Source: an optimization exercise on an open RTL-to-GDS flow (aim: small area, a short achievable clock period and few clock cycles). Production flows keep margins and buffers that such runs may drop. At most, simulation tests tie the RTL to the original design; equivalence was not proved. The RTL of run 4 was laid out without a check of its function. No run shown here takes its clock network from TritonCTS; it comes from the design's own scripts or RTL. The clock port is modelled as an ideal driver, which makes a skipped or thinned clock tree look cheaper than it is; a real chip needs a root buffer or a tree. Power figures rest on the tool's default switching activity, not on a simulated workload.

### flow/config.mk
export PLATFORM = sky130hd
export DESIGN_NAME = lz77_encoder
export DESIGN_NICKNAME = lz77_encoder
export VERILOG_FILES = /design/flow/design.v
export SDC_FILE = /design/flow/constraint.sdc
export NUM_CORES = 4
export LEC_CHECK = 0
export CAP_MARGIN = 20
export CORE_MARGIN = 2
export CORE_UTILIZATION = 60
export SLEW_MARGIN = 20
### flow/constraint.sdc
create_clock -name core_clock -period 17.0 [get_ports {clk}]
set_input_delay 3.4000 -clock core_clock [delete_from_list [all_inputs] [get_ports {clk}]]
set_output_delay 3.4000 -clock core_clock [all_outputs]
set_load 0.01 [all_outputs]
### flow/design.v
`default_nettype none
package lz77_code_pkg;
	localparam int CHAR_W = 8;
	typedef logic [CHAR_W-1:0] char_t;
	localparam char_t END_CHAR = 8'h24;
	localparam int SEARCH_LEN = 9;
	typedef logic [3:0] offset_t;
	localparam int MAX_MATCH = 7;
	typedef logic [2:0] len_t;
	typedef struct packed {
		offset_t offset;
		len_t    match_len;
		char_t   char_nxt;
	} code_t;
endpackage
`default_nettype wire
`default_nettype none
package lz77_window_pkg;
	localparam int LOOK_LEN = 8;
	localparam int STR_LEN = 32;
	typedef logic [5:0] pos_t;
	typedef logic [9*8-1:0] hist_t;
	typedef logic [LOOK_LEN*8-1:0] look_t;
	typedef logic [3:0] avail_t;
	typedef struct packed {
		hist_t  hist;
		look_t  look;
		avail_t avail;
		avail_t remain;
	} window_t;
	typedef logic [3:0] step_t;
endpackage
`default_nettype wire
`timescale 1ns/1ns
`default_nettype none
module lz77_encoder (
	input  logic                 clk,
	input  logic                 reset,
	input  logic                 char_req,
	input  lz77_code_pkg::char_t chardata,
	output logic                 char_ack,
	output logic                 valid,
	output lz77_code_pkg::code_t code,
	output logic                 finish
);
	localparam int SL = lz77_code_pkg::SEARCH_LEN;
	localparam lz77_code_pkg::char_t END_CHAR = lz77_code_pkg::END_CHAR;
	lz77_code_pkg::char_t           cin;       
	logic                           take;      
	logic                           virt;      
	logic                           loaded;    
	logic [SL-1:0][7:0]             hist;      
	logic [SL-1:0]                  alive;     
	lz77_code_pkg::len_t            len;       
	logic [4:0]                     cnt;       
	lz77_code_pkg::offset_t         off_q;
	lz77_code_pkg::len_t            len_q;
	logic                           fresh;
	logic                           is_end;
	logic                           end_now;
	logic                           cin_end;
	logic [SL-1:0]                  eq;
	logic [SL-1:0]                  avail;
	logic [SL-1:0]                  alive_new;
	logic                           ends;
	lz77_code_pkg::offset_t         off_d;
	assign fresh = char_req && !char_ack && !loaded;
	assign is_end = (chardata == END_CHAR);
	assign end_now = fresh && is_end;
	assign cin_end = (cin == END_CHAR);
	always_ff @(posedge clk)
		cin <= ({8{virt}} & END_CHAR) | ({8{!virt && take}} & cin) |
			({8{!virt && !take}} & chardata);
	always_ff @(posedge clk or posedge reset) begin
		if (reset) begin
			char_ack <= 1'b0;
			take <= 1'b0;
		end else begin
			char_ack <= char_req && (char_ack || !loaded);
			take <= fresh;
		end
	end
	always_comb begin
		for (int j = 0; j < SL; j++) begin
			eq[j] = (cin == hist[j]);
			avail[j] = (cnt > 5'(j));
		end
		alive_new = ((len == '0) ? avail : alive) & eq;
		ends = (alive_new == '0) || (len == 3'd7);
		off_d = '0;
		if (len != '0)
			for (int j = 0; j < SL; j++)
				if (alive[j])
					off_d = lz77_code_pkg::offset_t'(j);
	end
	always_ff @(posedge clk) begin
		if (take) begin
			hist <= {hist[SL-2:0], cin};
			alive <= alive_new;
		end
		off_q <= off_d;
		len_q <= len;
	end
	always_ff @(posedge clk or posedge reset) begin
		if (reset) begin
			virt <= 1'b0;
			loaded <= 1'b0;
			valid <= 1'b0;
			finish <= 1'b0;
			len <= '0;
			cnt <= '0;
		end else begin
			virt <= take && (cnt == 5'd31) && !cin_end;
			valid <= (take && ends && !cin_end) || virt || end_now;
			finish <= finish || (valid && cin_end);
			if (take && (cin_end || cnt == 5'd31))
				loaded <= 1'b1;
			if (take) begin
				cnt <= cnt + 1'b1;
				len <= ends ? '0 : len + 1'b1;
			end
		end
	end
	assign code = {off_q, len_q, cin};
endmodule
`default_nettype wire
### flow/flow/run.sh
#!/bin/bash
# Standard ORFS layout with three changes:
#  - fast port buffers (buf_4) instead of the default delay cell,
#  - a one-level clock tree: the clock port drives 4 clkbuf_16, each driving
#    a quarter of the flip-flops (lean_cts.tcl, hooked in by pre_cts.tcl),
#  - timing repair aimed past the 17 ns clock (setup margin), so that the
#    achieved period (17 ns less setup slack) is pushed down.
set -euo pipefail
here=$(pwd)
export BUFFER_PORTS_ARGS="-buffer_cell sky130_fd_sc_hd__buf_1"
export SETUP_SLACK_MARGIN=${MARGIN:-12.9}
export PRE_CTS_TCL=$here/flow/pre_cts.tcl
export LEAN_CTS_BUFS=4
export LEAN_CTS_CELL=sky130_fd_sc_hd__clkbuf_16
bash standard.sh > standard_flow.log 2>&1
### flow/flow/lean_cts.tcl
# Lean clock tree: the clock port drives NBUF clock buffers in parallel, each
# driving one group of flip-flops (groups split by position), one level deep.
proc my_clock_tree {nbuf master_name} {
  set block [ord::get_db_block]
  set db [ord::get_db]
  set master [$db findMaster $master_name]
  set clknet [[$block findBTerm clk] getNet]
  set sinks {}
  foreach it [$clknet getITerms] {
    set inst [$it getInst]
    set loc [$inst getLocation]
    lappend sinks [list $it [lindex $loc 0] [lindex $loc 1]]
  }
  set n [llength $sinks]
  # split by x into columns of equal count, then each column by y if nbuf 4
  set byx [lsort -integer -index 1 $sinks]
  set groups {}
  if {$nbuf == 4} {
    set half [expr {($n + 1) / 2}]
    foreach col [list [lrange $byx 0 [expr {$half - 1}]] [lrange $byx $half end]] {
      set byy [lsort -integer -index 2 $col]
      set h2 [expr {([llength $byy] + 1) / 2}]
      lappend groups [lrange $byy 0 [expr {$h2 - 1}]] [lrange $byy $h2 end]
    }
  } else {
    for {set g 0} {$g < $nbuf} {incr g} {
      set lo [expr {$g * $n / $nbuf}]
      set hi [expr {($g + 1) * $n / $nbuf - 1}]
      lappend groups [lrange $byx $lo $hi]
    }
  }
  set g 0
  foreach grp $groups {
    set buf [odb::dbInst_create $block $master "clkbuf_lean_$g"]
    set net [odb::dbNet_create $block "clknet_lean_$g"]
    $net setSigType CLOCK
    set sx 0; set sy 0
    foreach s $grp {
      set it [lindex $s 0]
      $it disconnect
      $it connect $net
      set sx [expr {$sx + [lindex $s 1]}]
      set sy [expr {$sy + [lindex $s 2]}]
    }
    set cnt [llength $grp]
    $buf setLocation [expr {$sx / $cnt}] [expr {$sy / $cnt}]
    $buf setPlacementStatus PLACED
    [$buf findITerm A] connect $clknet
    [$buf findITerm X] connect $net
    incr g
  }
  $clknet setSigType CLOCK
}
### flow/flow/pre_cts.tcl
# Sourced by ORFS's cts.tcl just before clock_tree_synthesis: replace that
# command with the lean one-level clock tree of lean_cts.tcl.
source [file join [file dirname [info script]] lean_cts.tcl]
rename clock_tree_synthesis orfs_clock_tree_synthesis
proc clock_tree_synthesis {args} {
  my_clock_tree $::env(LEAN_CTS_BUFS) $::env(LEAN_CTS_CELL)
  set_propagated_clock [all_clocks]
  puts "lean clock tree: $::env(LEAN_CTS_BUFS) x $::env(LEAN_CTS_CELL)"
}
### flow/standard.sh
#!/bin/bash
# synth_recipe.tcl (not shown) runs the flow's synth.tcl, then flattens the netlist and writes it again
# the make line also repeats each setting of config.mk as NAME=value (left out here)
make -C /OpenROAD-flow-scripts/flow DESIGN_CONFIG=/design/flow/config.mk WORK_HOME=/design/flow/orfs CLKGATE_MAP_FILE= SYNTH_SCRIPT=/design/flow/synth_recipe.tcl "${@:-finish}"
==> summary.txt, run 1 <==
- Setup repair after global routing could not meet its margin everywhere.
- For the finished layout, the period the worst path requires is 4.09 ns.
- The initialized floorplan defines 32 standard-cell rows.
* Crit Path Max Fanout: 2
- Largest net degree at the start of global routing: 62
- The repair_antennas step left the layout with diodes totalling 0.
* Post-DR vias/cell: 5.68
* Setup_tns: 0 ns
- Bufs and invs on worst path: 1
- Setup violations remaining at the end of the flow were counted as 0.
- Number of primary I/O pins: 29
* Number of antenna violations at the first check in global routing: 0
- Routability-driven placement finished with a final weighted congestion of 0.861.
- The die is roughly 92 microns tall.
- Timing would allow up to around 240 MHz.
- After floorplanning, the core was sized to cover 7610 sq um.
* Overall die area: 8490 sq um
- The first global-routing pass estimated 13700 microns of wire.
- Lkg Pwr: 1.70 nW
* Setup Crit Path Kind: flop to output pin
- After technology mapping, the gate count stands at 324.
- The worst path uses 24.0% of the clock period.
- The synthesized netlist contains 46 unique library cells.
- Net count of the mapped netlist: 343
* Cell area power density: 114 nW/um^2
- The first routing iteration left 177 violations.
- Placed wire-length estimate after detailed placement: 6350 microns
- CTS clk-pin slew, worst paths: 0.10 ns
- Endpoint type of the worst setup path: output pin
* Initial Utilization: about three fifths
- Outcome: finished clean
- The final count of hold timing violations came to 0.
- Tightest Hold Check Type: flop to flop
- After synthesis, the mean cell area works out to roughly 14 sq um.
- The first detailed-routing pass ran for 5 iterations.
- After detailed routing, the total wire length is 8710 microns.
* Largest voltage drop on the vdd net: 97.1 uV
- In this run, synthesis produced a sequential element count of 110.
- Final cell utilization of the core: 66.2%
- The number of pins exceeding their max-slew limit in the final report came to 0.
- Category of the worst setup path launch point: flop
* Overall global routing resource usage: 21.2%
- Of the cells placed in the final design, the portion with a size suffix greater than 1 is 9.97%.
- For the pin with the worst max-slew slack, the measured transition is 1.11 ns.
- For the worst-skew pair, the clock arrives at the later sink with an insertion delay of 0.17 ns.
- Wire per inst: 19.2 microns
* # Max-Cap Violations: 0
- Async set or reset register ratio after synthesis: 12.7%
- For this run the aggregate overflow at the end of global routing stands at 0.
- Layout Skew: 0.0114 ns
- Data on the critical path is required at its endpoint by 13.60 ns.
- Remaining max-slew budget at the tightest pin: roughly 26%
* Die width: 92.1 microns
- Number of buffers added on ports: 28
- Hold repair after CTS inserted 0 buffers.
- Final Net Count: 372
- In this design, the largest share of critical-path delay is due to flip-flops.
- In this run, synthesis inferred 81 flip-flops with an integrated enable.
- Compared with the post-synthesis result, the final layout area differs by 8.14%.
- Commonest non-fill, non-tap cell in the layout: sky130_fd_sc_hd__edfxtp_1
- Slack of the critical path: 12.91 ns
- The via count of the first global-routing pass is approximately 2500.
- Leading area contributor after synthesis: sky130_fd_sc_hd__edfxtp_1
- Maximum cell stage delay along the critical path: 0.40 ns
- Synthesis Warnings: 1
- Pre-CTS setup slack: 12.65 ns
* Data arrival, critical path: between 0.6 and 0.7 ns
- The layout has roughly 570 filler cells.
- For this design, the slowest cell found on the critical path is sky130_fd_sc_hd__dfrtp_1.
* Synth top area share: 52.2%
- Top library cells by usage in the layout, fill and taps aside: sky130_fd_sc_hd__edfxtp_1 (81), sky130_fd_sc_hd__xnor2_1 (74), sky130_fd_sc_hd__buf_1 (24)
- The count of nets left with antenna violations once routing finished came out at 0.
- Final Power: 577 uW
- Seq/Total Area, Yosys: 66.2%
- Ordered cell list for the critical path: clkbuf_2
* Synth area leaders: sky130_fd_sc_hd__edfxtp_1 (52%), sky130_fd_sc_hd__xnor2_1 (14%), sky130_fd_sc_hd__dfrtp_1 (7.5%)
* Primary FF master, synth: sky130_fd_sc_hd__edfxtp_1
* Remaining design rule violation count: 0
* Via count of the routed design: 2572
- The mapped netlist covers 4660 sq um.
==> registers in the layout, summed over array words and instances (netlist names) <==
| signal | flops |
|---|---|
| alive | 9 |
| char_ack | 1 |
| cin | 8 |
| cnt | 5 |
| finish | 1 |
| hist | 72 |
| len | 3 |
| len_q | 3 |
| loaded | 1 |
| off_q | 4 |
| take | 1 |
| valid | 1 |
| virt | 1 |
==> path summary, 6_finish.rpt <==
kind	end	startpoint	slack, ns	cells after the start
worst max-delay path	valid	valid	12.91	1
worst min-delay path	len_q[1]	len[1]	0.41	0
worst max register to register	valid	len[0]	13.84	8
worst min register to register	len_q[1]	len[1]	0.41	0
max in group asynchronous	take	reset	13.34	2
min in group asynchronous	len[0]	reset	3.24	2
==> repair_timing <==
item,4_1_cts,5_1_grt
setup endpoints to repair,8,6
pin swaps,0,0
hold endpoints to repair,0,0
setup buffers,7,1
resized for setup,16,5
==> cell families (layout without fill, tap and decap cells) <==
group | count (synthesis) | in the layout | share of synthesized area (%)
AO/OA/AOI/OAI | 31 | 31 | 5.13
buffers and inverters | 22 | 49 | 2.07
XOR/XNOR | 75 | 75 | 14.1
flip-flops | 110 | 110 | 66.2
adder cells (fa/ha/maj) | 8 | 8 | 2.15
multiplexers | 8 | 8 | 1.77
AND/OR/NAND/NOR | 70 | 70 | 8.62
==> report_power, final <==
part	leakage, nW	switching [mW]	total, mW	internal [mW]
Combinational	0.579	0.0648	0.119	0.0543
Sequential	1.07	0.0307	0.352	0.321
Clock	0.0493	0.0625	0.106	0.0435
Total	1.70	0.158	0.577	0.419
==> synth_stat cells (all sizes together) (3+ instances only) <==
master   instances
a21oi            3
a31oi            3
and3             3
buf             13
dfrtp           14
dfxtp           15
edfxtp          81
ha               8
inv              8
mux2i            6
nand2            8
nand3            4
nand4            8
nor2            11
nor2b            5
nor3            11
nor4             9
o2111ai          5
o211ai           3
o21ai            4
xnor2           74
==> stage by stage <==
| step | hold slack (ns) | instances | area, sq um |
|---|---|---|---|
| after CTS | 0.416 | 452 | 5020 |
| after detailed placement | 0.393 | 441 | 4840 |
| after global placement | 0.382 | 441 | 4840 |
| final | 0.412 | 453 | 5040 |
| after floorplan | 0.371 | 324 | 4660 |
| after global routing | 0.432 | 453 | 5040 |
==> area by class of cell <==
type                    count  area [sq um]  share of cell area [%]
plain buffers               4           100                    1.99
inverters                   8          30.0                   0.596
multi-input cells         192          1490                    29.5
flip-flops and latches    110          3120                    61.9
well taps                 102           128                    2.53
repair buffers             37           178                    3.53
==> layer usage <==
metal / up-vias / routed length (microns) / track usage [%]
li1: 1228 / - / -
met1: 1262 / 3910 / 31.8
met2: 71 / 4250 / 35.3
met3: 11 / 370 / 1.31
met4: 0 / 180 / 3.73
met5: - / 0 / 0
Testbench counts, summed over its fixed seeds: cycles 14,226.
==> run 2, diff against run 1 <==
--- a/flow/flow/run.sh
+++ b/flow/flow/run.sh
@@ -9,5 +9,5 @@
 here=$(pwd)
 export BUFFER_PORTS_ARGS="-buffer_cell sky130_fd_sc_hd__buf_1"
-export SETUP_SLACK_MARGIN=${MARGIN:-12.9}
+export SETUP_SLACK_MARGIN=${MARGIN:-12.8}
 export PRE_CTS_TCL=$here/flow/pre_cts.tcl
 export LEAN_CTS_BUFS=4
==> summary.txt, run 2 <==
- The flow ran to the end and the layout has no timing, DRC or antenna violations.
- Antenna violation net count after detailed routing: 0
- The worst pin sits at a relative slew slack of 26.3%.
- Seq/Total Area, Yosys: 66.2%
* Top routing layer in use: met4
- Cells with a size suffix above 1 make up 8.55% of the layout.
- Worst Hold End: len_q[1]
- In this run the critical register-to-register path is launched from len[0].
* Relative contribution of sequential cells to total power: 60.9%
- Power comes to 577 uW.
- In this run the tool buffered the top-level ports with 28 buffer cells.
- Switching Share: 27.5%
- The final count of hold timing violations came to 0.
- GRT overflow: 0
* Leading area contributor after synthesis: sky130_fd_sc_hd__edfxtp_1
* CP max-delay cell: sky130_fd_sc_hd__dfrtp_1
- Endpoint type of the worst setup path: output pin
* Remaining design rule violation count: 0
* Die width: roughly 92 microns
- The via count of the first global-routing pass was 2475.
* Chip Height: 92.1 microns
- After floorplanning, the core was divided into 32 placement rows.
* Gate count of the mapped netlist: 324
- Largest voltage drop on the vdd net: 97.6 uV
* Layout Skew: 0.0130 ns
- Synth area leaders: sky130_fd_sc_hd__edfxtp_1 (52%), sky130_fd_sc_hd__xnor2_1 (14%), sky130_fd_sc_hd__dfrtp_1 (7.5%)
- The number of nets handed over by synthesis was roughly 340.
- In this run the critical register-to-register path is captured at valid.
- Cell depth of the worst hold path: 0
- Sw power: about 160 uW
* Category of the worst setup path launch point: flop
- Flip-flop count of the largest register after layout: 72
* Met1 WL: 4000 microns
* Lkg Pwr: 1.69 nW
- Detailed routing placed a total of about 4200 microns of wire on met2.
* CTS clk-pin slew, worst paths: 0.10 ns
* Detailed-routed wire length on met3: 404 microns
- Tightest Hold Check Type: flop to flop
* Setup Crit Path Kind: flop to output pin
- Timing would allow up to 244 MHz.
- Bufs and invs on worst path: 1
- Cell Area, Synth: between 4000 and 5000 sq um
- Using the TritonRoute via totals, the vias-per-cell ratio works out to 5.74.
* Largest registers in the final layout: hist x72, alive x9, cin x8
* Wire per inst: 19.4 microns
- Worst hold path startpoint: len[1]
* Primary FF master, synth: sky130_fd_sc_hd__edfxtp_1
- For this configuration, the core starts out at a cell density of 61.3%.
- After synthesis, the share of flip-flops with an asynchronous set or reset is 12.7%.
- After layout, the worst setup slack is 12.91 ns.
- Crit Path Max Fanout: 2
- Synthesis Warnings: 1
* Syn avg cell area: between 10 and 15 sq um
* Synthesized flop and latch total: 110
- Across all register-to-register paths, the minimum setup slack is 13.82 ns.
- Count leader, synth: sky130_fd_sc_hd__edfxtp_1
- WP data required: 13.60 ns
* Initial DRC Count: 179
* Number of antenna violations at the first check in global routing: 0
- For this run, the slowest stage of the critical path takes between 0.3 and 0.4 ns.
- Pre-CTS setup slack: 12.65 ns
- Skew-Pair Late Insertion Delay: 0.17 ns
* Internal portion of total power: 418 uW
* Family with the most delay on the worst path: flip-flops
* Data arrival, critical path: 0.69 ns
- The number of antenna diodes in the final layout is 0.
- The library cell used most frequently in the layout, excluding fill and tap cells, is sky130_fd_sc_hd__edfxtp_1.
- For the final routed database, the setup TNS stands at 0 ns.
- In the final design database the tool counted 372 nets.
- Final number of max-transition violations: 0
* Min Clock Period, post-route: slightly above 4 ns
* Number of distinct library cells after synthesis: 46
- In this run, synthesis inferred 81 flip-flops with an integrated enable.
- Of the post-synthesis cell area, the dominant cell type holds 52.2%.
* Ordered cell list for the critical path: buf_1
- Global-route wire length before repair: 13700 microns
- Summed over all nets, the half-perimeter wirelength after detailed placement is approximately 6300 microns.
* Final cycle utilization of the critical path: 24.1%
* Placeable Area: between 7000 and 8000 sq um
- The layout has a little under 600 filler cells.
- Wires add up to 8800 microns.
* Number of primary I/O pins: 29
- Setup repair after global routing missed its margin: no
- Overall die area: 8490 sq um
* Top library cells by usage in the layout, fill and taps aside: sky130_fd_sc_hd__edfxtp_1 (81), sky130_fd_sc_hd__xnor2_1 (74), sky130_fd_sc_hd__buf_1 (28)
- Final number of setup-violating endpoints: 0
* Overall global routing resource usage: 21.2%
* Depth of the worst register-to-register path: 8
- Relative to the synthesized area, the layout overhead comes to 7.89%.
- Cell area power density: 115 nW/um^2
- Gate power share: 20.6%
- Entering global routing, the biggest net connects 62 pins.
* Via count of the routed design: 2599
- After synthesis, the most frequently instantiated cells are sky130_fd_sc_hd__edfxtp_1 (81), sky130_fd_sc_hd__xnor2_1 (74), sky130_fd_sc_hd__dfxtp_1 (15).
- GPL Wtd Cong: 0.861
- Ranked by flip-flop count, first place goes to hist.
* Clock share of power: 18.5%
- The tool flagged a number of max-cap violations equal to 0.
- Number of optimization iterations in the first detailed-route pass: 5
* Measured slew at the worst slew-check pin: about 1.1 ns
run 2: cell counts after synthesis:
No cell type changed its count.
run 2: repair_timing:
item,CTS,global route
setup endpoints to repair,8,1
buffers inserted,7,1
hold buffers,0,0
resized for setup,16,0
endpoints found under the hold margin,0,0
run 2: cell type report:
class / instances / area [sq um] / share of cell area (%)
Buffer: 4 / 100 / 1.99
Inverter: 8 / 30.0 / 0.597
Multi-Input combinational cell: 192 / 1480 / 29.4
Sequential cell: 110 / 3120 / 62.0
Tap cell: 102 / 128 / 2.54
Timing Repair Buffer: 37 / 173 / 3.43
run 2: routing by layer:
metal,GRT usage (%),vias up
met1,31.8,1287
li1,-,1233
met4,3.73,0
met5,0,-
met3,1.31,11
met2,35.3,68
run 2: how the worst max path moves through the flow:
stage / from / to / slack [ns] / cells after the start
final: valid / valid / 12.91 / 1
after global routing: chardata[0] / valid / 12.83 / 4
after CTS: cin[1] / code[1] / 12.77 / 1
after detailed placement: cin[4] / code[4] / 12.65 / 1
after global placement: cin[1] / code[1] / 12.66 / 1
after floorplan: chardata[2] / cin[2] / 13.04 / 2
run 2: logic make-up (layout without fill, tap and decap cells):
group / Yosys count / in the layout / share of synthesized area [%]
AND/OR/NAND/NOR: 70 / 70 / 8.62
multiplexers: 8 / 8 / 1.77
buffers and inverters: 22 / 49 / 2.07
AO/OA/AOI/OAI: 31 / 31 / 5.13
adder cells (fa/ha/maj): 8 / 8 / 2.15
XOR/XNOR: 75 / 75 / 14.1
flip-flops: 110 / 110 / 66.2
run 2: power groups by stage:
stage               logic (mW)  clock network [mW]  registers [mW]
CTS                      0.118               0.108           0.353
finish                   0.119               0.107           0.352
floorplan               0.0877                   0           0.351
global route             0.130               0.116           0.356
detailed placement       0.104                   0           0.368
global placement         0.103                   0           0.367
run 2: stage by stage:
step	hold WS (ns)	cell area, sq um	cells	util [%]
floorplan	0.371	4660	324	-
global placement	0.382	4840	441	63.6
detailed placement	0.393	4840	441	63.6
CTS	0.416	5020	452	66.0
global route	0.432	5030	453	66.1
finish	0.409	5030	453	66.1
==> run 3, diff against run 2 <==
--- a/flow/flow/run.sh
+++ b/flow/flow/run.sh
@@ -9,5 +9,5 @@
 here=$(pwd)
 export BUFFER_PORTS_ARGS="-buffer_cell sky130_fd_sc_hd__buf_1"
-export SETUP_SLACK_MARGIN=${MARGIN:-12.8}
+export SETUP_SLACK_MARGIN=${MARGIN:-13.0}
 export PRE_CTS_TCL=$here/flow/pre_cts.tcl
 export LEAN_CTS_BUFS=4
==> summary.txt, run 3 <==
- Most instantiated cells after synthesis: sky130_fd_sc_hd__edfxtp_1 (81), sky130_fd_sc_hd__xnor2_1 (74), sky130_fd_sc_hd__dfxtp_1 (15)
* Synth top area share: about 52%
* Bufs and invs on worst path: 1
* Crit Path Max Fanout: 2
* Final-report hold violation count: 0
- Number of buffers added on ports: 28
- Final hold slack: 0.412 ns
- Once the floorplan was initialized, standard cells occupied roughly three fifths of the core.
- The die covers 8490 sq um.
- Slack of the critical path: 12.91 ns
- On the critical path, the stage with the largest delay is an instance of sky130_fd_sc_hd__dfrtp_1.
- Setup repair after global routing missed its margin: yes
- The repair_antennas step left the layout with diodes totalling 0.
- Flip-flop count of the largest register after layout: 72
- In this run the critical register-to-register path is launched from len[0].
- The largest total area in the synthesized netlist belongs to sky130_fd_sc_hd__edfxtp_1.
- The via count of the first global-routing pass came to 2492.
* Largest registers in the final layout: hist x72, alive x9, cin x8
- The final critical path takes up 24.1% of the cycle.
* Final number of setup-violating endpoints: 0
- Seq/Total Area, Yosys: 66.2%
- The number of pins exceeding their max-slew limit in the final report came to 0.
- Counting distinct cell types in the post-synthesis netlist gives 46.
- Die width: 92.1 microns
* Largest net degree at the start of global routing: just over 60
- STA classifies the critical path endpoint as an output pin.
- Most used routing layer in global routing: met2
- Initial DRC Count: between 150 and 200
- Timing analysis after detailed placement gives a worst setup slack of 12.65 ns.
- Via count of the routed design: 2626
* Remaining design rule violation count: 0
* WP data required: 13.60 ns
* Met2 Use GR: 36.0%
* Placeable Area: 7610 sq um
- The run finished with no timing, DRC or antenna violations.
* Overall global routing resource usage: 21.5%
- In this run the register-to-register setup slack is 13.87 ns.
- The worst hold path belongs to the class flop to flop.
- Cell Area, Synth: ~4700 sq um
- After technology mapping, the gate count stands at 324.
- The initial antenna violation count is 0.
- CTS clk-pin slew, worst paths: 0.10 ns
* Layout Skew: 0.0129 ns
* Family with the most delay on the worst path: flip-flops
- The routed design could run at a clock period as short as 4.09 ns.
* Global-route wire length before repair: between 10000 and 15000 microns
- In the layout the commonest cells are sky130_fd_sc_hd__edfxtp_1 (81), sky130_fd_sc_hd__xnor2_1 (74), sky130_fd_sc_hd__dfrtp_1 (13).
- Synth area leaders: sky130_fd_sc_hd__edfxtp_1 (52%), sky130_fd_sc_hd__xnor2_1 (14%), sky130_fd_sc_hd__dfrtp_1 (7.5%)
- The number of cells on the worst reg-to-reg path is 8.
* Setup_tns: 0 ns
- Data arrival, critical path: 0.69 ns
- Worst Hold End: len_q[1]
* Net count of the mapped netlist: 343
* Global-route track usage on met1: 32.0%
* Antenna violation net count after detailed routing: 0
- Synthesis Warnings: 1
- By instance count, the leading cell after synthesis is sky130_fd_sc_hd__edfxtp_1.
- The analysis attributes to cell leakage a power of 1.79 nW.
- Reg-to-reg critical path endpoint: len[1]
- Counting flops per register, the top entry is hist.
- Post-DR vias/cell: 5.77
* Layout cell share with drive strength beyond 1: 15.9%
* Number of buffers added to fix hold violations after cts: 0
- In this run the tightest slew margin relative to its limit is approximately a quarter.
- Cell area power density: about 110 nW/um^2
- The first detailed-routing pass ran for 7 iterations.
- Category of the worst setup path launch point: flop
- Commonest non-fill, non-tap cell in the layout: sky130_fd_sc_hd__edfxtp_1
* Measured slew at the worst slew-check pin: around 1.1 ns
* Number of placement rows: 32
- For this block, the routed nets add up to approximately 9000 microns of wire.
* Met3 track demand over resource in global routing: under 10%
- Synthesized flop and latch total: 110
- Maximum operating frequency: 245 MHz
* GRT overflow: 0
- Number of flops mapped to enable cells by yosys: 81
- After detailed routing, the average wire length per cell comes to 19.5 microns.
- Counting flops with an async set or reset pin after synthesis yields a share of between 10% and 20%.
- Chip Height: between 90 and 100 microns
- Setup Crit Path Kind: flop to output pin
* # Max-Cap Violations: 0
- In this run the most critical hold path is launched from len[1].
- In this run the worst setup path begins at valid.
* Skew-Pair Late Insertion Delay: 0.17 ns
- Number of primary I/O pins: 29
* Final Net Count: ~370
* Placed wire-length estimate after detailed placement: between 6000 and 7000 microns
- Primary FF master, synth: sky130_fd_sc_hd__edfxtp_1
- Maximum cell stage delay along the critical path: 0.39 ns
- The average instance in the mapped netlist occupies about 14 sq um.
* GPL Wtd Cong: 0.861
- Ordered cell list for the critical path: buf_2
- The worst hold path passes through 0 cells.
* P&R area growth vs syn: 10.8%
* Largest voltage drop on the vdd net: 96.6 uV
==> run 3: where the power goes <==
group | internal, mW | switching (mW)
Sequential | 0.321 | 0.0315
Combinational | 0.0590 | 0.0657
Clock | 0.0435 | 0.0629
==> run 3: layout make-up <==
cell class                 instances  area, sq um
buffer                             4          100
fill                             552         2440
inverter                           8         30.0
multi-input combinational        192         1510
sequential                       110         3120
tap                              102          128
timing repair buffer              39          280
==> run 3: worst max path at each step <==
stage	endpoint	slack (ns)	cells past startpoint
floorplan	cin[2]	13.04	2
CTS	valid	12.91	1
global placement	code[1]	12.66	1
finish	valid	12.91	1
detailed placement	code[4]	12.65	1
global route	valid	12.88	1
==> run 3: what timing repair did <==
| item | 4_1_cts | 5_1_grt |
|---|---|---|
| resized for setup | 39 | 16 |
| setup endpoints to repair | 19 | 19 |
| pin swaps | 0 | 2 |
| endpoints found under the hold margin | 0 | 0 |
| setup buffers | 10 | 0 |
==> run 3: per-stage QoR <==
step                instance area, sq um  total power [mW]  cells  utilization [%]
floorplan                           4660             0.438    324                -
global placement                    4840             0.470    441             63.6
detailed placement                  4840             0.472    441             63.6
CTS                                 5110             0.584    455             67.2
global route                        5160             0.609    455             67.9
finish                              5160             0.584    455             67.9
==> run 3: per-layer routing <==
| metal | share of wire (%) | vias to the layer above |
|---|---|---|
| li1 | - | 1233 |
| met1 | 45 | 1308 |
| met2 | 48 | 76 |
| met3 | 5.2 | 9 |
| met4 | 1.9 | 0 |
| met5 | 0 | - |
==> run 3: cells by family (layout without fill, tap and decap cells) <==
logic type      count (synthesis)  after routing  synth area share [%]
xor+xnor                       75             75                  14.1
fa+ha+maj                       8              8                  2.15
mux                             8              8                  1.77
simple gates                   70             70                  8.62
buf+inv                        22             51                  2.07
flops                         110            110                  66.2
compound gates                 31             31                  5.13
==> run 4, diff against run 3 <==
--- a/flow/design.v
+++ b/flow/design.v
@@ -59,5 +59,4 @@
 	logic                           is_end;
 	logic                           end_now;
-	logic                           cin_end;
 	logic [SL-1:0]                  eq;
 	logic [SL-1:0]                  avail;
@@ -68,5 +67,4 @@
 	assign is_end = (chardata == END_CHAR);
 	assign end_now = fresh && is_end;
-	assign cin_end = (cin == END_CHAR);
 	always_ff @(posedge clk)
 		cin <= ({8{virt}} & END_CHAR) | ({8{!virt && take}} & cin) |
@@ -78,5 +76,5 @@
 		end else begin
 			char_ack <= char_req && (char_ack || !loaded);
-			take <= fresh;
+			take <= fresh && !is_end;
 		end
 	end
@@ -111,8 +109,8 @@
 			cnt <= '0;
 		end else begin
-			virt <= take && (cnt == 5'd31) && !cin_end;
-			valid <= (take && ends && !cin_end) || virt || end_now;
-			finish <= finish || (valid && cin_end);
-			if (take && (cin_end || cnt == 5'd31))
+			virt <= take && (cnt == 5'd31);
+			valid <= (take && ends) || virt || end_now;
+			finish <= finish || (valid && loaded && !virt);
+			if (end_now || (take && cnt == 5'd31))
 				loaded <= 1'b1;
 			if (take) begin
--- a/flow/flow/run.sh
+++ b/flow/flow/run.sh
@@ -8,6 +8,6 @@
 set -euo pipefail
 here=$(pwd)
-export BUFFER_PORTS_ARGS="-buffer_cell sky130_fd_sc_hd__buf_1"
-export SETUP_SLACK_MARGIN=${MARGIN:-13.0}
+export BUFFER_PORTS_ARGS="-buffer_cell sky130_fd_sc_hd__buf_4"
+export SETUP_SLACK_MARGIN=${MARGIN:-13}
 export PRE_CTS_TCL=$here/flow/pre_cts.tcl
 export LEAN_CTS_BUFS=4
--- a/flow/config.mk
+++ b/flow/config.mk
@@ -8,4 +8,4 @@
 export CAP_MARGIN = 20
 export CORE_MARGIN = 2
-export CORE_UTILIZATION = 60
+export CORE_UTILIZATION = 40
 export SLEW_MARGIN = 20
==> summary.txt, run 4 <==
* Measured slew at the worst slew-check pin: 0.841 ns
* Biggest register: hist
- The routed layout has 2520 vias.
- Maximum operating frequency: 236 MHz
- Before antenna repair, the detailed router went through 4 iterations.
- After synthesis, the netlist uses 45 different library cells.
- For the worst-skew pair, the clock arrives at the later sink with an insertion delay of 0.17 ns.
- Vias in the first global route: approximately 2600
- Crit Path Max Fanout: 2
- Net count of the mapped netlist: 348
- The congestion estimate from routability-driven global placement came to 0.735.
- Final number of max-transition violations: 0
* Category of the worst setup path launch point: input pin
* Placed wire-length estimate after detailed placement: 6050 microns
- Of all flip-flops after synthesis, the portion carrying an async set or reset was 12.7%.
- Overall die area: 12600 sq um
- Cells with a size suffix above 1 make up between 20% and 30% of the layout.
- sky130_fd_sc_hd__edfxtp_1 is the most common cell in the netlist.
- Synthesis Warnings: 1
- Measured in cells, the most critical reg-to-reg path has a length of 9.
- Slack of the worst reg-to-reg path: roughly 14 ns
* Cell Area, Synth: 4700 sq um
* Worst Hold End: len_q[1]
- Post-DR vias/cell: 5.03
* Die width: 112 microns
- Once layout is complete, the cells apart from fillers number about 500.
- Final Net Count: about 380
- Gate count of the mapped netlist: 329
* Layout Skew: 0.0137 ns
- The worst hold path begins at len[1].
* Setup_tns: 0 ns
- Placeable Area: 11500 sq um
* Critical R2R Launch: len[0]
* Pre-CTS setup slack: 12.53 ns
- Number of placement rows: 39
- Including well taps, the total number of placed cells is a little under 500.
* Number of buffers added on ports: 28
- Compared with the post-synthesis result, the final layout area differs by 13.8%.
- Setup repair after global routing could not meet its margin everywhere.
- After detailed routing, the number of remaining DRC violations is 0.
* Number of antenna violations at the first check in global routing: 0
- By count the netlist is led by sky130_fd_sc_hd__edfxtp_1 (81), sky130_fd_sc_hd__xnor2_1 (60), sky130_fd_sc_hd__nor2_1 (19).
* WP data required: 17.11 ns
- Across all hold checks on the routed design, the worst slack comes to 0.450 ns.
- Remaining max-slew budget at the tightest pin: about 44%
- Data arrival, critical path: 4.34 ns
- From bottom edge to top edge, the die measures 112 microns.
* Outcome: finished clean
- Commonest non-fill, non-tap cell in the layout: sky130_fd_sc_hd__edfxtp_1
* Cell area reported after detailed placement: 5050 sq um
* Final-report hold violation count: 0
- The first global-routing pass estimated 13800 microns of wire.
- Antenna violation net count after detailed routing: 0
- Post-layout instance area: 5350 sq um
* Wire per inst: 16.8 microns
- Lkg Pwr: 1.87 nW
- Min Clock Period, post-route: 4.23 ns
- Overall global routing resource usage: 13.4%
* Syn avg cell area: 14.3 sq um
- Initial Utilization: between 40% and 50%
- GRT overflow: 0
- Number of primary I/O pins: 29
- Number of flops mapped to enable cells by yosys: 81
* Largest voltage drop on the vdd net: 64.0 uV
- Top library cells by usage in the layout, fill and taps aside: sky130_fd_sc_hd__edfxtp_1 (81), sky130_fd_sc_hd__xnor2_1 (60), sky130_fd_sc_hd__buf_6 (22)
- After synthesis, the cell types taking the most area are sky130_fd_sc_hd__edfxtp_1 (52%), sky130_fd_sc_hd__xnor2_1 (11%), sky130_fd_sc_hd__dfrtp_1 (7.5%).
* Cell depth of the worst hold path: 0
* # Max-Cap Violations: 0
- Cells fill a little under half of the core in the end.
* Primary FF master, synth: sky130_fd_sc_hd__edfxtp_1
* Sum of routed wire length over all layers: 8430 microns
* Endpoint type of the worst setup path: flop
- In this run the critical register-to-register path is captured at valid.
- After synthesis the netlist holds a flip-flop and latch count of 110.
- The critical path in this run is classified as input pin to flop.
- Synth top area share: between 50 and 60%
* Slack of the critical path: 12.77 ns
* Largest registers in the final layout: hist x72, alive x9, cin x8
* Initial DRC Count: 155
- Flip-flop count of the largest register after layout: 72
* Seq/Total Area, Yosys: 65.6%
- Setup violations remaining at the end of the flow were counted as 0.
* CTS clk-pin slew, worst paths: 0.10 ns
- The final critical path takes up 24.9% of the cycle.
- Final Power: 607 uW
- Leading area contributor after synthesis: sky130_fd_sc_hd__edfxtp_1
* Cell area power density: 113 nW/um^2
* Total inserted antenna cells: 0
* Tightest Hold Check Type: flop to flop
- Entering global routing, the biggest net connects 90 pins.
[run 4: logic make-up (layout without fill, tap and decap cells)]
kind of cell | count (synthesis) | in the layout | share of synthesized area [%]
flip-flops | 110 | 110 | 65.6
XOR/XNOR | 75 | 75 | 14.0
AND/OR/NAND/NOR | 75 | 75 | 9.98
AO/OA/AOI/OAI | 28 | 28 | 4.13
buffers and inverters | 24 | 53 | 2.26
multiplexers | 9 | 9 | 1.94
adder cells (fa/ha/maj) | 8 | 8 | 2.13
[run 4: final cells by class]
class / instances / area, sq um
fill: 1035 / 6120
tap: 143 / 179
buffer: 4 / 100
sequential: 110 / 3130
inverter: 10 / 37.5
timing repair buffer: 39 / 375
multi-input combinational: 195 / 1530
[run 4: routing by layer]
metal / track usage [%] / vias up / part of all wire (%)
met5: 0 / - / 0
met4: 1.22 / 0 / 1.1
met3: 1.24 / 5 / 3.2
met2: 23.2 / 42 / 50
met1: 19.4 / 1247 / 46
li1: - / 1226 / -
[run 4: worst max-delay path, cell delays in order]
cell and delay (ns):
sky130_fd_sc_hd__buf_6 0.09, sky130_fd_sc_hd__or4_4 0.55, sky130_fd_sc_hd__nor3_4 0.18, sky130_fd_sc_hd__or3_1 0.12
[run 4: how the worst max path moves through the flow]
stage / startpoint / endpoint / slack, ns
after floorplan: chardata[3] / loaded / 12.73
after global placement: chardata[3] / loaded / 12.56
after detailed placement: chardata[3] / loaded / 12.53
after CTS: chardata[6] / loaded / 12.76
after global routing: chardata[1] / valid / 12.75
final: chardata[1] / loaded / 12.77
[run 4: where the power goes]
group | internal (mW) | switching [mW]
logic | 0.0685 | 0.0766
registers | 0.323 | 0.0287
clock network | 0.0436 | 0.0661
total | 0.436 | 0.171
[run 4: what timing repair did]
action / 4_1_cts / 5_1_grt
hold buffers: 0 / 0
gates resized for setup: 42 / 4
endpoints found under the setup margin: 21 / 21
hold endpoints to repair: 0 / 0
pin swaps: 3 / 2
buffers inserted: 7 / 2
==> run 5, diff against run 4 <==
--- a/flow/design.v
+++ b/flow/design.v
@@ -59,4 +59,5 @@
 	logic                           is_end;
 	logic                           end_now;
+	logic                           cin_end;
 	logic [SL-1:0]                  eq;
 	logic [SL-1:0]                  avail;
@@ -67,4 +68,5 @@
 	assign is_end = (chardata == END_CHAR);
 	assign end_now = fresh && is_end;
+	assign cin_end = (cin == END_CHAR);
 	always_ff @(posedge clk)
 		cin <= ({8{virt}} & END_CHAR) | ({8{!virt && take}} & cin) |
@@ -76,5 +78,5 @@
 		end else begin
 			char_ack <= char_req && (char_ack || !loaded);
-			take <= fresh && !is_end;
+			take <= fresh;
 		end
 	end
@@ -109,8 +111,8 @@
 			cnt <= '0;
 		end else begin
-			virt <= take && (cnt == 5'd31);
-			valid <= (take && ends) || virt || end_now;
-			finish <= finish || (valid && loaded && !virt);
-			if (end_now || (take && cnt == 5'd31))
+			virt <= take && (cnt == 5'd31) && !cin_end;
+			valid <= (take && ends && !cin_end) || virt || end_now;
+			finish <= finish || (valid && cin_end);
+			if (take && (cin_end || cnt == 5'd31))
 				loaded <= 1'b1;
 			if (take) begin
==> flow/flow/run.sh (replaced) <==
#!/bin/bash
# Standard ORFS layout (the standard.sh, standard synthesis unchanged) with
# three changes:
#  - small port buffers (buf_1) instead of the default delay cell; timing
#    repair upsizes any that matter,
#  - a one-level clock tree: the clock port drives 4 clkbuf_16, each driving
#    a quarter of the flip-flops (lean_cts.tcl, hooked in by pre_cts.tcl in
#    place of clock_tree_synthesis),
#  - timing repair aimed past the 17 ns clock (setup margin 12.9 ns), so that
#    the achieved period (17 ns less setup slack) is pushed down.
# The make output goes to standard_flow.log; ORFS keeps each step's log under
# orfs/logs.
set -euo pipefail
here=$(pwd)
export BUFFER_PORTS_ARGS="-buffer_cell sky130_fd_sc_hd__buf_1"
export SETUP_SLACK_MARGIN=12.9
export PRE_CTS_TCL=$here/flow/pre_cts.tcl
export LEAN_CTS_BUFS=4
export LEAN_CTS_CELL=sky130_fd_sc_hd__clkbuf_16
bash standard.sh > standard_flow.log 2>&1
--- a/flow/config.mk
+++ b/flow/config.mk
@@ -8,4 +8,4 @@
 export CAP_MARGIN = 20
 export CORE_MARGIN = 2
-export CORE_UTILIZATION = 40
+export CORE_UTILIZATION = 75
 export SLEW_MARGIN = 20
==> summary.txt, run 5 <==
- The flow ran to the end and the layout has no timing, DRC or antenna violations.
- Setup Crit Path Kind: flop to output pin
- Global-route wire length before repair: 15300 microns
- Number of flops mapped to enable cells by yosys: 81
- In this run the critical register-to-register path is captured at valid.
* WP data required: approximately 14 ns
- Final hold slack: about 0.4 ns
- For this block, the initial DRC count from the detailed router was between 400 and 500.
- The worst hold path belongs to the class flop to flop.
* Biggest register: hist
- The share of synthesized area in the top cell type comes to 52.2%.
- Placeable Area: 5960 sq um
- GRT overflow: 0
- Number of distinct library cells after synthesis: between 40 and 50
- For the final routed database, the setup TNS stands at 0 ns.
- In this run the remaining antenna-violating nets after routing total 0.
* Endpoint type of the worst setup path: output pin
- CTS clk-pin slew, worst paths: about 0.11 ns
* Final cycle utilization of the critical path: 24.1%
- In this run the count of I/O pins placed on the die edge is 29.
- The commonest cells after synthesis are sky130_fd_sc_hd__edfxtp_1 (81), sky130_fd_sc_hd__xnor2_1 (74), sky130_fd_sc_hd__dfxtp_1 (15).
- Final-report hold violation count: 0
* Placed Cells incl. Taps: 414
* P&R area growth vs syn: 7.44%
* Commonest non-fill, non-tap cell in the layout: sky130_fd_sc_hd__edfxtp_1
- Data arrival, critical path: 0.69 ns
* Layout cell share with drive strength beyond 1: 9.94%
* Largest net degree at the start of global routing: 61
- The largest total area in the synthesized netlist belongs to sky130_fd_sc_hd__edfxtp_1.
- Across the VDD grid, the largest voltage drop is 93.7 uV.
- Chip Height: roughly 83 microns
* Post-layout instance area: 5010 sq um
* Number of placement rows: 28
* Setup repair after global routing missed its margin: yes
- Skew-Pair Late Insertion Delay: 0.17 ns
- Once the floorplan was initialized, standard cells occupied roughly 78% of the core.
- Maximum operating frequency: 244 MHz
- The via count of the first global-routing pass came to approximately 2800.
- Gate count of the mapped netlist: 324
- Measured slew at the worst slew-check pin: 1.04 ns
* Net count of the mapped netlist: 343
- The startpoint identified for the worst register-to-register timing path is len[0].
- The count of cells in the finished layout, fillers not included, comes to 427.
- Yosys attributes the largest share of cell area to sky130_fd_sc_hd__edfxtp_1 (52%), sky130_fd_sc_hd__xnor2_1 (14%), sky130_fd_sc_hd__dfrtp_1 (7.5%).
* Cell area power density: approximately 120 nW/um^2
* Synthesized flop and latch total: 110
* Layout Skew: around 0.014 ns
- Filler cell count: 300
- # Max-Cap Violations: 0
- Number of optimization iterations in the first detailed-route pass: 5
- Overall global routing resource usage: 28.3%
- Cell area reported after detailed placement: about 4800 sq um
- The routed layout has 2806 vias.
- Bufs and invs on worst path: 1
- Cell Area, Synth: 4660 sq um
- The worst hold path passes through 0 cells.
- Overall die area: 6860 sq um
* Wire per inst: 22.9 microns
* Worst hold path startpoint: len[1]
* Register cell area after layout: roughly 3100 sq um
* Total inserted antenna cells: 0
* Synthesis Warnings: 1
* Final number of max-transition violations: 0
* Async set or reset register ratio after synthesis: 12.7%
- Post-DR vias/cell: 6.57
- Largest registers in the final layout: hist x72, alive x9, cin x8
* Remaining max-slew budget at the tightest pin: 30.8%
- From left edge to right edge, the die measures 82.8 microns.
- Final number of setup-violating endpoints: 0
* Worst Hold End: len_q[1]
* Crit Path Max Fanout: 2
- On the critical path the largest part of the delay comes from flip-flops.
- The smallest clock period supported by the final layout is computed as 4.09 ns.
- The worst register-to-register path has a depth of 8.
- Sum of routed wire length over all layers: 9770 microns
- In this run the tool buffered the top-level ports with 28 buffer cells.
- On the worst path, the slowest cell contributes a delay of 0.40 ns.
- Each instance of the synthesized netlist takes up on average 14.4 sq um.
- In the final design database the tool counted 373 nets.
- The wire-length estimate of the detail-placed layout is 6600 microns.
* CP max-delay cell: sky130_fd_sc_hd__dfrtp_1
* Number of antenna violations at the first check in global routing: 0
- The top cell types in the final layout, fill and taps aside, are sky130_fd_sc_hd__edfxtp_1 (81), sky130_fd_sc_hd__xnor2_1 (74), sky130_fd_sc_hd__buf_1 (24).
- Slack of the worst reg-to-reg path: 13.85 ns
* Category of the worst setup path launch point: flop
* GPL Wtd Cong: between 0.8 and 0.9
* Primary FF master, synth: sky130_fd_sc_hd__edfxtp_1
* Count leader, synth: sky130_fd_sc_hd__edfxtp_1
* Area of the multi-input gates: 1480 sq um
- Sequential cells were found to cover between 60% and 70% of the synthesized design area.
* Ordered cell list for the critical path: clkbuf_2
- Lkg Pwr: 1.70 nW
* Remaining design rule violation count: 0
- The register with the most flip-flops in the layout has 72 of them.
## run 5: changes by cell type after synthesis, moves of 3 or more
cell	previous run	this run
sky130_fd_sc_hd__xnor2_1	60	74
sky130_fd_sc_hd__nor2b_1	2	5
sky130_fd_sc_hd__xor2_1	15	1
sky130_fd_sc_hd__nor4_2	5	1
sky130_fd_sc_hd__nor3_1	7	11
sky130_fd_sc_hd__a21oi_1	8	3
sky130_fd_sc_hd__nor2_1	19	11
sky130_fd_sc_hd__nand2_1	11	8
sky130_fd_sc_hd__nor4_1	5	8
## run 5: cell type report
cell class / instances / share of cell area, %
Buffer: 4 / 2.00
Inverter: 8 / 0.600
Multi-Input combinational cell: 192 / 29.6
Sequential cell: 110 / 62.3
Tap cell: 75 / 1.87
Timing Repair Buffer: 38 / 3.70
## run 5: per-layer routing
metal  track usage [%]  part of all wire (%)  up-vias
met5                 0                     0        -
met4              5.22                   2.0        0
met3              1.99                   6.4       18
met2              49.3                    51      160
met1              40.6                    40     1389
li1                  -                     -     1239
## run 5: logic make-up after synthesis
logic type,after synthesis,synth area share (%)
DFF,110,66.2
xor gates and xnor gates,75,14.1
and+or+nand+nor,70,8.62
AOI/OAI and AO/OA,31,5.13
buffers and inverters,22,2.07
muxes,8,1.77
adders and majority gates,8,2.15
## run 5: worst max path at each step
stage	start	to	slack (ns)	cells after the start
after floorplan	chardata[2]	cin[2]	13.04	2
after CTS	char_ack	char_ack	12.90	1
after detailed placement	cin[7]	code[7]	12.62	1
after global placement	cin[7]	code[7]	12.69	1
final	valid	valid	12.91	1
after global routing	valid	valid	12.88	1
## run 5: through the flow
step                      power, mW  util, %  setup slack, ns
after floorplan               0.438        -            13.04
after global placement        0.467     80.7            12.69
after detailed placement      0.474     80.7            12.62
after CTS                     0.581     83.8            12.90
after global routing          0.608     84.1            12.88
final                         0.585     84.1            12.91
## run 5: power breakdown
group          switching, mW  internal (mW)  leakage, nW  total, mW
Clock                 0.0631         0.0435       0.0493      0.107
Combinational         0.0710         0.0549        0.582      0.126
Sequential            0.0313          0.321         1.07      0.352
Total                  0.165          0.419         1.70      0.585
## run 5: timing repair
action                                  in CTS  in global routing
hold buffers                                 0                  0
gates resized for setup                     16                  4
endpoints found under the setup margin       8                  4
setup buffers                                8                  1
Testbench counts of run 5, summed over its fixed seeds: cycles 14,226.
==> run 6, diff against run 5 <==
--- a/flow/config.mk
+++ b/flow/config.mk
@@ -8,4 +8,5 @@
 export CAP_MARGIN = 20
 export CORE_MARGIN = 2
-export CORE_UTILIZATION = 75
+export CORE_UTILIZATION = 60
+export GPL_TIMING_DRIVEN = 0
 export SLEW_MARGIN = 20
==> summary.txt, run 6 <==
* GRT overflow: 0
* Area of the multi-input gates: 1490 sq um
- Arithmetic-cell share of the synthesized area counting full adders, half adders and majority gates: 2.15%
- The netlist uses 46 different library cells.
* Largest registers in the final layout: hist x72, alive x9, cin x8
- At the pin with the least slew margin, the transition time is 0.732 ns.
- For this block, the via count after detailed routing is 2568.
- Top library cells by usage in the layout, fill and taps aside: sky130_fd_sc_hd__edfxtp_1 (81), sky130_fd_sc_hd__xnor2_1 (74), sky130_fd_sc_hd__buf_1 (21)
- Setup repair after global routing could not meet its margin everywhere.
- After Yosys synthesis, XOR and XNOR cells account for about 14% of the synthesized area.
- Biggest register: hist
* Number of buffers added on ports: 28
* Number of flops mapped to enable cells by yosys: just over 80
* Synthesized flop and latch total: 110
- In this run the worst path has a maximum fanout of 2.
* Layout cell share with drive strength beyond 1: 13.0%
- Maximum cell stage delay along the critical path: between 0.3 and 0.4 ns
- The first TritonRoute pass finished after 4 iterations.
- Combinational cells account for 22.2% of the total power.
- Across the VDD grid, the largest voltage drop is 84.5 uV.
- Final number of setup-violating endpoints: 0
- After the flow finishes, the layout carries non-filler instances totaling 463.
- CP max-delay cell: sky130_fd_sc_hd__dfrtp_1
- The register with the most flip-flops in the layout has 72 of them.
- Synthesis Warnings: 1
* Setup Crit Path Kind: flop to output pin
- Timing analysis after detailed placement gives a worst setup slack of about 13 ns.
- Final Net Count: about 380
* Cell Area, Synth: 4660 sq um
- Min Clock Period, post-route: 4.09 ns
* Placed wire-length estimate after detailed placement: 6360 microns
* Filler cell count: 575
- Global-route wire length before repair: approximately 14000 microns
- Clock-pin slew was measured on the worst setup and hold paths at 0.10 ns.
* Category of the worst setup path launch point: flop
- Summing the areas of all and, or, nand and nor instances in the mapped netlist gives 8.62% of the synthesized area.
* Initial DRC Count: 206
* Syn avg cell area: 14.4 sq um
- Async set or reset register ratio after synthesis: 12.7%
- Sw power: around 160 uW
- In this run the vertical extent of the chip is 92.1 microns.
* Number of primary I/O pins: 29
- For this design the static power due to leakage is 1.74 nW.
- The floorplan has 32 rows.
- The synthesized design spends more area on one cell type than any other, namely sky130_fd_sc_hd__edfxtp_1.
* Total inserted antenna cells: 0
- Synth area leaders: sky130_fd_sc_hd__edfxtp_1 (52%), sky130_fd_sc_hd__xnor2_1 (14%), sky130_fd_sc_hd__dfrtp_1 (7.5%)
- Endpoint type of the worst setup path: output pin
- Count leader, synth: sky130_fd_sc_hd__edfxtp_1
- For the final database, setup skew stands at 0.00662 ns.
- Post-layout instance area: 5090 sq um
- Clock share of power: 18.3%
* Placed Cells incl. Taps: 455
- Placeable Area: approximately 7600 sq um
* Post-DR vias/cell: roughly 5.5
- Ordered cell list for the critical path: buf_2
* Cell area reported after detailed placement: 4920 sq um
- Cell area power density: around 110 nW/um^2
- Family with the most delay on the worst path: flip-flops
- Gate count of the mapped netlist: 324
- After detailed routing, the number of remaining DRC violations is 0.
- Most instantiated cells after synthesis: sky130_fd_sc_hd__edfxtp_1 (81), sky130_fd_sc_hd__xnor2_1 (74), sky130_fd_sc_hd__dfxtp_1 (15)
- Outcome: finished clean
- Dividing the detail-routed wire length by the instance count gives between 15 and 20 microns.
- Derived from the worst setup path, the maximum achievable clock frequency is 244 MHz.
- Final-report hold violation count: 0
- Main combinational cell family by area after synthesis: XOR/XNOR gates
- Mux cell area share after synthesis: 1.77%
* Internal portion of total power: 422 uW
- WP data required: 13.60 ns
* Remaining max-slew budget at the tightest pin: 51.2%
- # Max-Cap Violations: 0
- In the finished design, the share of the clock period the worst path needs comes to 24.1%.
- Sequential cells were found to cover 66.2% of the synthesized design area.
* Overall global routing resource usage: 20.6%
* Data arrival, critical path: 0.69 ns
* Largest net degree at the start of global routing: 52
- Final number of max-transition violations: 0
- Number of antenna violations at the first check in global routing: 0
* Number of buffers added to fix hold violations after cts: 0
* Setup_tns: 0 ns
* Compound-Gate Fraction of Synth Area: 5.13%
- GPL Wtd Cong: 0.769
- The path class of the tightest hold or removal check is flop to flop.
- Initial Utilization: around three fifths
* Skew-Pair Late Insertion Delay: 0.16 ns
- P&R area growth vs syn: 9.32%
- The via count of the first global-routing pass was 2590.
- Die width: 92.1 microns
- The number of buffers and inverters on the critical path is 1.
- Among all flip-flop cells after synthesis, the most frequent one is sky130_fd_sc_hd__edfxtp_1.
- Synthesis produced a netlist with a net count of 343.
- Registers are responsible for 59.5% of the overall power.
- Register cell area after layout: 3110 sq um
* Commonest non-fill, non-tap cell in the layout: sky130_fd_sc_hd__edfxtp_1
* Slack of the critical path: between 10 and 15 ns
- Switching Share: between 20% and 30%
- The count of nets left with antenna violations once routing finished came out at 0.
- Summed over all layers, the routed wires come to around 8500 microns.
- The die covers 8490 sq um.
* Synth top area share: ~52%
[run 6: cell counts after synthesis]
No cell type changed its count.
[run 6: final timing paths]
kind,from,endpoint,slack [ns],cells past startpoint
max,char_ack,char_ack,12.91,1
min,len[1],len_q[1],0.42,0
max reg2reg,len[0],valid,14.18,9
min reg2reg,len[1],len_q[1],0.42,0
max in group asynchronous,reset,take,13.37,2
min in group asynchronous,reset,char_ack,3.23,2
[run 6: power by group through the flow]
stage          Sequential [mW]  Combinational (mW)  Clock, mW
2_1_floorplan            0.351              0.0877          0
3_3_place_gp             0.355               0.117          0
3_5_place_dp             0.351               0.126          0
4_1_cts                  0.346               0.127      0.109
5_1_grt                  0.349               0.142      0.118
6_report                 0.344               0.128      0.106
[run 6: layer usage]
layer  vias up  share of wire [%]  global-route usage (%)
met5         -                  0                       0
met4         0               0.75                    1.24
met3         5                3.6                    1.15
met2        45                 53                    37.4
met1      1261                 43                    29.1
li1       1257                  -                       -
[run 6: cells by family after synthesis]
group	after synthesis
AND/OR/NAND/NOR	70
XOR/XNOR	75
AO/OA/AOI/OAI	31
buffers and inverters	22
adder cells (fa/ha/maj)	8
multiplexers	8
flip-flops	110
[run 6: what timing repair did]
item,CTS,global route
endpoints found under the hold margin,0,0
resized for setup,14,9
endpoints found under the setup margin,10,11
buffers inserted,1,3
[run 6: stage by stage]
| stage | hold slack, ns | power [mW] | utilization, % |
|---|---|---|---|
| finish | 0.420 | 0.579 | 67.0 |
| global route | 0.436 | 0.609 | 67.0 |
| CTS | 0.428 | 0.582 | 66.4 |
| detailed placement | 0.404 | 0.477 | 64.7 |
| global placement | 0.382 | 0.473 | 64.3 |
| floorplan | 0.371 | 0.438 | - |
[run 6: layout make-up]
| type | instances | area share (%) |
|---|---|---|
| sequential | 110 | 61.0 |
| multi-input combinational | 192 | 29.2 |
| timing repair buffer | 33 | 3.41 |
| buffer | 18 | 3.27 |
| tap | 102 | 2.51 |
| inverter | 8 | 0.590 |
==> run 7, diff against run 6 <==
--- a/flow/config.mk
+++ b/flow/config.mk
@@ -9,4 +9,3 @@
 export CORE_MARGIN = 2
 export CORE_UTILIZATION = 60
-export GPL_TIMING_DRIVEN = 0
 export SLEW_MARGIN = 20
==> summary.txt, run 7 <==
* Final-report hold violation count: 0
- Slack of the critical path: 12.91 ns
- Synth area leaders: sky130_fd_sc_hd__edfxtp_1 (52%), sky130_fd_sc_hd__xnor2_1 (14%), sky130_fd_sc_hd__dfrtp_1 (7.5%)
* GPL Wtd Cong: 0.861
- Slack of the worst reg-to-reg path: approximately 14 ns
- Depth of the worst register-to-register path: 8
- The via count of the first global-routing pass came to 2475.
- For this run, the post-layout net count is 372.
* Seq/Total Area, Yosys: between 60% and 70%
- In this run the number of cells on the critical path is 1.
- Largest voltage drop on the vdd net: 97.1 uV
* Final number of setup-violating endpoints: 0
* Setup repair after global routing missed its margin: yes
- Remaining design rule violation count: 0
- Data on the critical path arrives at its endpoint at 0.69 ns.
- Wire per inst: 19.2 microns
* WP data required: 13.60 ns
- Chip Height: roughly 92 microns
* Count leader, synth: sky130_fd_sc_hd__edfxtp_1
- The number of buffers and inverters on the critical path is 1.
- Entering global routing, the biggest net connects 62 pins.
- The area growth from synthesis to layout is 8.14%.
- Tightest Hold Check Type: flop to flop
* Cell Area, Synth: approximately 4700 sq um
* Async set or reset register ratio after synthesis: 12.7%
* Largest registers in the final layout: hist x72, alive x9, cin x8
* CP max-delay cell: sky130_fd_sc_hd__dfrtp_1
* Cell depth of the worst hold path: 0
* Initial Utilization: 61.3%
* Skew-Pair Late Insertion Delay: 0.17 ns
* Number of optimization iterations in the first detailed-route pass: 5
- Layout Skew: 0.0114 ns
- Sum of routed wire length over all layers: 8710 microns
- Counting I/O delays and the setup requirement, the final critical path takes 4.09 ns.
- Post-DR vias/cell: 5.68
* Final cell utilization of the core: 66.2%
- Net count of the mapped netlist: 343
- Hold is met by 0.412 ns.
* Post-layout instance area: 5040 sq um
* Lkg Pwr: approximately 1.7 nW
* Ordered cell list for the critical path: clkbuf_2
- The initial antenna violation count is 0.
* Commonest non-fill, non-tap cell in the layout: sky130_fd_sc_hd__edfxtp_1
- Maximum cell stage delay along the critical path: 0.40 ns
* Biggest register: hist
* Number of flops mapped to enable cells by yosys: 81
* Overall global routing resource usage: 21.2%
* Placed wire-length estimate after detailed placement: 6350 microns
* Number of placement rows: 32
* Pre-CTS setup slack: 12.65 ns
- Max-cap violations in this run came to 0.
- In the final layout, the share of cells above drive strength 1 is under 10%.
- In this run the critical register-to-register path is captured at valid.
- Measured slew at the worst slew-check pin: ~1.1 ns
* Flip-flop count of the largest register after layout: 72
- Antenna violation net count after detailed routing: 0
- The detailed router placed 2572 vias in this run.
* Worst hold path startpoint: len[1]
* CTS clk-pin slew, worst paths: 0.10 ns
* Synth top area share: a little over half
- Static timing analysis puts the maximum clock frequency at approximately 240 MHz.
- Power spread over the standard cell area amounts to between 100 and 150 nW/um^2.
- Overall die area: 8490 sq um
- Number of buffers added on ports: 28
- Gate count of the mapped netlist: ~320
* Number of primary I/O pins: 29
- Crit Path Max Fanout: 2
- Setup Crit Path Kind: flop to output pin
* Die width: 92.1 microns
* Filler cell count: 572
* Number of distinct library cells after synthesis: 46
- Leaving out fill and tap cells, the most frequent cells in the layout are sky130_fd_sc_hd__edfxtp_1 (81), sky130_fd_sc_hd__xnor2_1 (74), sky130_fd_sc_hd__buf_1 (24).
- Cell area reported after detailed placement: 4840 sq um
- The run finished with no timing, DRC or antenna violations.
- Leading area contributor after synthesis: sky130_fd_sc_hd__edfxtp_1
- Final number of max-transition violations: 0
* Synthesized flop and latch total: 110
* Most instantiated cells after synthesis: sky130_fd_sc_hd__edfxtp_1 (81), sky130_fd_sc_hd__xnor2_1 (74), sky130_fd_sc_hd__dfxtp_1 (15)
* Family with the most delay on the worst path: flip-flops
- Global-route wire length before repair: 13700 microns
* Placeable Area: 7610 sq um
* Category of the worst setup path launch point: flop
* Initial DRC Count: 177
* Final cycle utilization of the critical path: 24.0%
- Total inserted antenna cells: 0
- In the synthesized netlist the dominant register cell turns out to be sky130_fd_sc_hd__edfxtp_1.
* Endpoint type of the worst setup path: output pin
- The startpoint identified for the worst register-to-register timing path is len[0].
* Worst Hold End: len_q[1]
- Summed over all layers, the global routing overflow is 0.
- In the final timing run, aggregate negative setup slack is 0 ns.
* Remaining max-slew budget at the tightest pin: 25.6%
- Syn avg cell area: 14.4 sq um
- For this run, the number of Yosys warnings is 1.
-- run 7: metrics by stage --
step / std cells / power (mW)
floorplan: 324 / 0.438
global placement: 441 / 0.470
detailed placement: 441 / 0.472
CTS: 452 / 0.579
global route: 453 / 0.603
finish: 453 / 0.577
-- run 7: worst max-delay path by stage --
stage,start,to,slack (ns)
6_report,valid,valid,12.91
5_1_grt,valid,valid,12.89
4_1_cts,cin[1],code[1],12.77
3_5_place_dp,cin[4],code[4],12.65
3_3_place_gp,cin[1],code[1],12.66
2_1_floorplan,chardata[2],cin[2],13.04
-- run 7: power breakdown --
group / internal [mW] / switching (mW) / leakage (nW)
clock: 0.0435 / 0.0625 / 0.0493
combinational: 0.0543 / 0.0648 / 0.579
sequential: 0.321 / 0.0307 / 1.07
total: 0.419 / 0.158 / 1.70
-- run 7: kinds of logic after synthesis --
logic type / count (synthesis) / synth area share [%]
AO/OA/AOI/OAI: 31 / 5.13
multiplexers: 8 / 1.77
XOR/XNOR: 75 / 14.1
flip-flops: 110 / 66.2
buffers and inverters: 22 / 2.07
AND/OR/NAND/NOR: 70 / 8.62
adder cells (fa/ha/maj): 8 / 2.15
-- run 7: area by class of cell --
| class | instances | area (sq um) | share of cell area (%) |
|---|---|---|---|
| Sequential cell | 110 | 3120 | 61.9 |
| Multi-Input combinational cell | 192 | 1490 | 29.5 |
| Timing Repair Buffer | 37 | 178 | 3.53 |
| Tap cell | 102 | 128 | 2.53 |
| Buffer | 4 | 100 | 1.99 |
| Inverter | 8 | 30.0 | 0.596 |
-- run 7: what timing repair did --
item / 4_1_cts / 5_1_grt
hold buffers: 0 / 0
endpoints found under the setup margin: 8 / 6
endpoints found under the hold margin: 0 / 0
resized for setup: 16 / 5
setup buffers: 7 / 1
-- run 7: per-layer routing --
| layer | track usage, % | share of wire, % | up-vias | wire length (microns) |
|---|---|---|---|---|
| met1 | 31.8 | 45 | 1262 | 3910 |
| met5 | 0 | 0 | - | 0 |
| li1 | - | - | 1228 | - |
| met4 | 3.73 | 2.1 | 0 | 180 |
| met3 | 1.31 | 4.2 | 11 | 370 |
| met2 | 35.3 | 49 | 71 | 4250 |

## static timing again, ports no longer ideal
How much do the figures lean on ideal ports? The routed layouts below were timed once more, with nothing changed but the port constraints. Step 1 (the two cells are an assumption about what drives the block):
set clk [get_ports {clk}]
set_driving_cell -lib_cell sky130_fd_sc_hd__clkbuf_16 $clk
set_driving_cell -lib_cell sky130_fd_sc_hd__buf_2 [delete_from_list [all_inputs] $clk]
Step 2, shift: input delay + t, output delay - t, t = (earliest + latest rising clock arrival at the registers) / 2. This alone moves slack from input paths to output paths. Slacks: ideal / step 1 / step 2; pairs: ideal / step 1.
| run | t (ns) | setup WS [ns] | worst slew at a driven data input, ns |
|---|---|---|---|
| run 1 | 0.237 | 12.912 / 12.835 / 12.874 | 0.03 |
| run 2 | 0.239 | 12.907 / 12.828 / 12.791 | 0.03 |
| run 3 | 0.239 | 12.911 / 12.833 / 12.914 | 0.04 |
| run 4 | 0.239 | 12.771 / 12.801 / 12.576 | 0.04 |
| run 5 | 0.237 | 12.908 / 12.831 / 12.749 | 0.03 |
| run 6 | 0.240 | 12.907 / 12.827 / 12.849 | 0.03 |
| run 7 | 0.237 | 12.912 / 12.835 / 12.874 | 0.03 |
After both steps setup and hold are still met in every run listed. The setup slack of run 4, which loses most, moves by +0.030 ns with the drivers and by -0.195 ns with both steps.
